Context: an optimization exercise on an open-source flow, tuned for small area, a short achievable clock period and few clock cycles per item. The choices shown serve that exercise and are no tape-out recipe. The RTL was checked by simulation tests, not by an equivalence proof against the original design. Power and IR drop assume default switching activity.

Setup of lagoon:
// query_filter
module query_filter
(
	input  logic              clk,
	input  logic              rst,
	input  logic              cmd_pending,
	input  logic [query_pkg::BEAT_W-1:0] para_data,
	output logic              para_rd,
	output logic              cmd_ack,
	input  logic              rec_valid,
	input  logic [query_pkg::REC_W-1:0] rec_data,
	output logic              query_active,
	output logic              match_valid,
	output logic              match,
	output logic              query_done
);
Size: about 3,000 cells after synthesis, roughly 520 I/O pins, roughly 47,000 um^2 of cells after synthesis.
clock: 6.0 ns
lec_check: 0
cap_margin: 20
core_margin: 2
core_utilization: 40
place_density: 0.7
setup_slack_margin: 3.6
slew_margin: 20
tns_end_percent: 1
standard.sh (not shown) runs the stock make flow with config.mk's settings and CLKGATE_MAP_FILE= SYNTH_SCRIPT=/design/flow/synth_recipe.tcl, a recipe that flattens the netlist after the stock synthesis.
==> flow/flow/run.sh <==
#!/bin/bash
# The standard layout (the standard.sh: standard synthesis, floorplan, place, CTS, route),
# with one change: the port buffers that placement inserts are plain buffers
# (sky130_fd_sc_hd__buf_1) rather than the delay cells buffer_ports picks by default.
# Every port still gets its own buffer. make's full output goes to standard.log; each
# ORFS step's own log is under orfs/logs/.
set -euo pipefail
export BUFFER_PORTS_ARGS="-buffer_cell sky130_fd_sc_hd__buf_1"
bash standard.sh > standard.log 2>&1
Testbench counts of lagoon, summed over its fixed seeds: cycles 14,439, items 13,240.
Here is what was changed in the inputs of pepper compared with lagoon.
Settings: removing PLACE_DENSITY (formerly 0.7).
Notes after the runs:
In pepper relative to lagoon, routed wire length had gone down by a few percent.
Comparing lagoon and pepper, the higher hold slack was measured on lagoon.
pepper reports a lower via count than lagoon does.
Run comparison: lagoon worst setup path endpoint lt_r[41]$_DFF_P_; pepper worst setup path endpoint lt_r[34]$_DFF_P_
Against lagoon as the reference, pepper delivers a higher power density over the cells.
pepper vs lagoon: final period demand of the worst path up in pepper
> inputs changed (pepper -> sierra)
Settings: putting PLACE_DENSITY at 0.5 where nothing was set.
Results
Maximum VDD drop delta (sierra − pepper): favourable
Setup slack: sierra more than pepper
| layout buffering overhead excluding clock cells | lower: pepper |
sierra: ratio of final minimum period to clock period 0.63 points below pepper
Modified inputs, yarrow compared to sierra
Settings: an added CTS_CLUSTER_DIAMETER of 70; a deleted PLACE_DENSITY that had been 0.5; an added CTS_CLUSTER_SIZE of 30.
==> run summary <==
- yarrow vs sierra — average detailed-routed wire length per instance dropped by a few percent
- Cmp sierra and yarrow / sequential share of layout area / lower: yarrow
- Diff yarrow..sierra | worst path arrival time | negligible
- Against sierra, yarrow reports a least setup slack across all paths after layout that is higher.
- Fmax | yarrow vs sierra | yarrow faster
- Total non-filler cell area in the finished layout grows slightly when moving from sierra to yarrow.
- Relative to sierra, final worst hold slack has increased by 0.0043 ns in yarrow.
- Compared to sierra, yarrow has area added between synthesis and finish 0.97 points higher.

Another version of the RTL of query_filter (not shown whole).
Size: ~2,900 cells after synthesis, ~520 I/O pins, roughly 0.045 sq mm of cells after synthesis.
export LEC_CHECK = 0
export CAP_MARGIN = 20
export CORE_MARGIN = 2
export CORE_UTILIZATION = 40
export SETUP_SLACK_MARGIN = 3.5
export SLEW_MARGIN = 20
export TNS_END_PERCENT = 25
create_clock -name core_clock -period 6.0 [get_ports {clk}]
Scripts as last shown in full above: flow/flow/run.sh
Testbench counts at the start, summed over its fixed seeds: cycles 14,439, items 13,240.
Next try:
==> flow/run.sh (new file) <==
#!/bin/bash
# synth_recipe.tcl (not shown) runs the flow's synth.tcl, then flattens the netlist and writes it again
# the make line also repeats each setting of config.mk as NAME=value (left out here)
make -C /OpenROAD-flow-scripts/flow DESIGN_CONFIG=/design/flow/config.mk WORK_HOME=/design/flow/orfs CLKGATE_MAP_FILE= SYNTH_SCRIPT=/design/flow/synth_recipe.tcl finish
Settings changed: SETUP_SLACK_MARGIN 3.5 to 3.8, TNS_END_PERCENT 25 to 5.
removed: flow/flow/run.sh
removed: flow/standard.sh
=> The new run produced a clean layout. Worst setup slack is worse by 53 ps. Combinational power increases by about 9%. Routed wire length increases by 2.1%. First-iteration DRC count increases by 4.5%. Power increases by 1.7%. Synthesized cell count is unchanged. Fmax decreases by 1.8%.
Next try:
==> flow/flow/run.sh (new file) <==
#!/bin/bash
# The standard layout (the standard.sh: standard synthesis, floorplan, place, CTS, route),
# with one change: the port buffers that placement inserts are plain buffers
# (sky130_fd_sc_hd__buf_1) rather than the delay cells buffer_ports picks by default.
# Every port still gets its own buffer. make's full output goes to standard.log; each
# ORFS step's own log is under orfs/logs/.
set -euo pipefail
export BUFFER_PORTS_ARGS="-buffer_cell sky130_fd_sc_hd__buf_1"
bash standard.sh > standard.log 2>&1
==> flow/standard.sh (new file) <==
#!/bin/bash
# synth_recipe.tcl (not shown) runs the flow's synth.tcl, then flattens the netlist and writes it again
# the make line also repeats each setting of config.mk as NAME=value (left out here)
make -C /OpenROAD-flow-scripts/flow DESIGN_CONFIG=/design/flow/config.mk WORK_HOME=/design/flow/orfs CLKGATE_MAP_FILE= SYNTH_SCRIPT=/design/flow/synth_recipe.tcl "${@:-finish}"
Settings changed: CORE_UTILIZATION 40 to 55, SETUP_SLACK_MARGIN 3.8 to 3.5.
removed: flow/run.sh
Design area drops by 9.1%.
Routed wire length came out lower by 8.5%.
Sequential cell count does not change.
Via count decreases by 1.1%.
Core utilization rose by 13 points.
Power went down by 3.2%.
Maximum frequency is lower by 0.92%.
First-iteration DRC count rose by 3.6%.
Next try:
Settings changed: CORE_UTILIZATION 55 to 40.
After rerunning: The new run passed the timing, design-rule and antenna checks. Design area is higher by about 2.7%. Critical path depth is higher by 3. Global-route usage goes down by 10 points. Cell count rose by about 10%. Via count shrinks by 1.4%. Sequential power stays flat.
Next try:
--- a/flow/flow/run.sh
+++ b/flow/flow/run.sh
@@ -8,2 +8,3 @@
 export BUFFER_PORTS_ARGS="-buffer_cell sky130_fd_sc_hd__buf_1"
+export RECOVER_POWER=100
 bash standard.sh > standard.log 2>&1
Result:
- This time the run finished but fails on max-capacitance violations, max-slew violations
- combinational power stays flat
- sequential share of layout area went up by 0.40 points
- synthesized area does not change

## afterwards: timing with drivers on the ports
The results above use ideal ports. As a check the final layouts listed here were re-extracted and re-timed, cells and wires unchanged. Step 1 (the two cells are an assumption about what drives the block):
set clk [get_ports {clk}]
set_driving_cell -lib_cell sky130_fd_sc_hd__clkbuf_16 $clk
set_driving_cell -lib_cell sky130_fd_sc_hd__buf_2 [delete_from_list [all_inputs] $clk]
Step 2 adds t to the input delays and takes it off the output delays; t is the mean of the earliest and latest rising clock arrival at the registers after step 1. Input paths then give back, and output paths get back, about the clock's delay inside the block. a / b / c = no drivers / after step 1 / after step 2; a / b = the first two.
run | t, ns | slack for setup (ns) | clock arrival spread, ns | pins driven straight from the clock port
lagoon | 0.732 | 3.436 / 3.438 / 2.751 | 0.026 / 0.027 | 1
pepper | 0.782 | 3.376 / 3.376 / 2.671 | 0.049 / 0.050 | 1
sierra | 0.733 | 3.414 / 3.414 / 2.750 | 0.032 / 0.032 | 1
yarrow | 0.772 | 3.454 / 3.461 / 2.734 | 0.065 / 0.066 | 1
the first run of note 2 | 0.728 | 3.204 / 3.204 / 2.577 | 0.043 / 0.043 | 1
the second run of note 2 | 0.724 | 3.152 / 3.145 / 2.421 | 0.045 / 0.046 | 1
the third run of note 2 | 0.716 | 3.125 / 3.125 / 2.522 | 0.038 / 0.038 | 1
the fourth run of note 2 | 0.729 | 3.238 / 3.225 / 2.496 | 0.050 / 0.050 | 1
the fifth run of note 2 | 0.728 | 1.911 / 1.911 / 1.911 | 0.050 / 0.049 | 1
For the fourth run of note 2, which loses most, drivers alone change the setup slack by -0.013 ns; drivers and shift together by -0.742 ns.
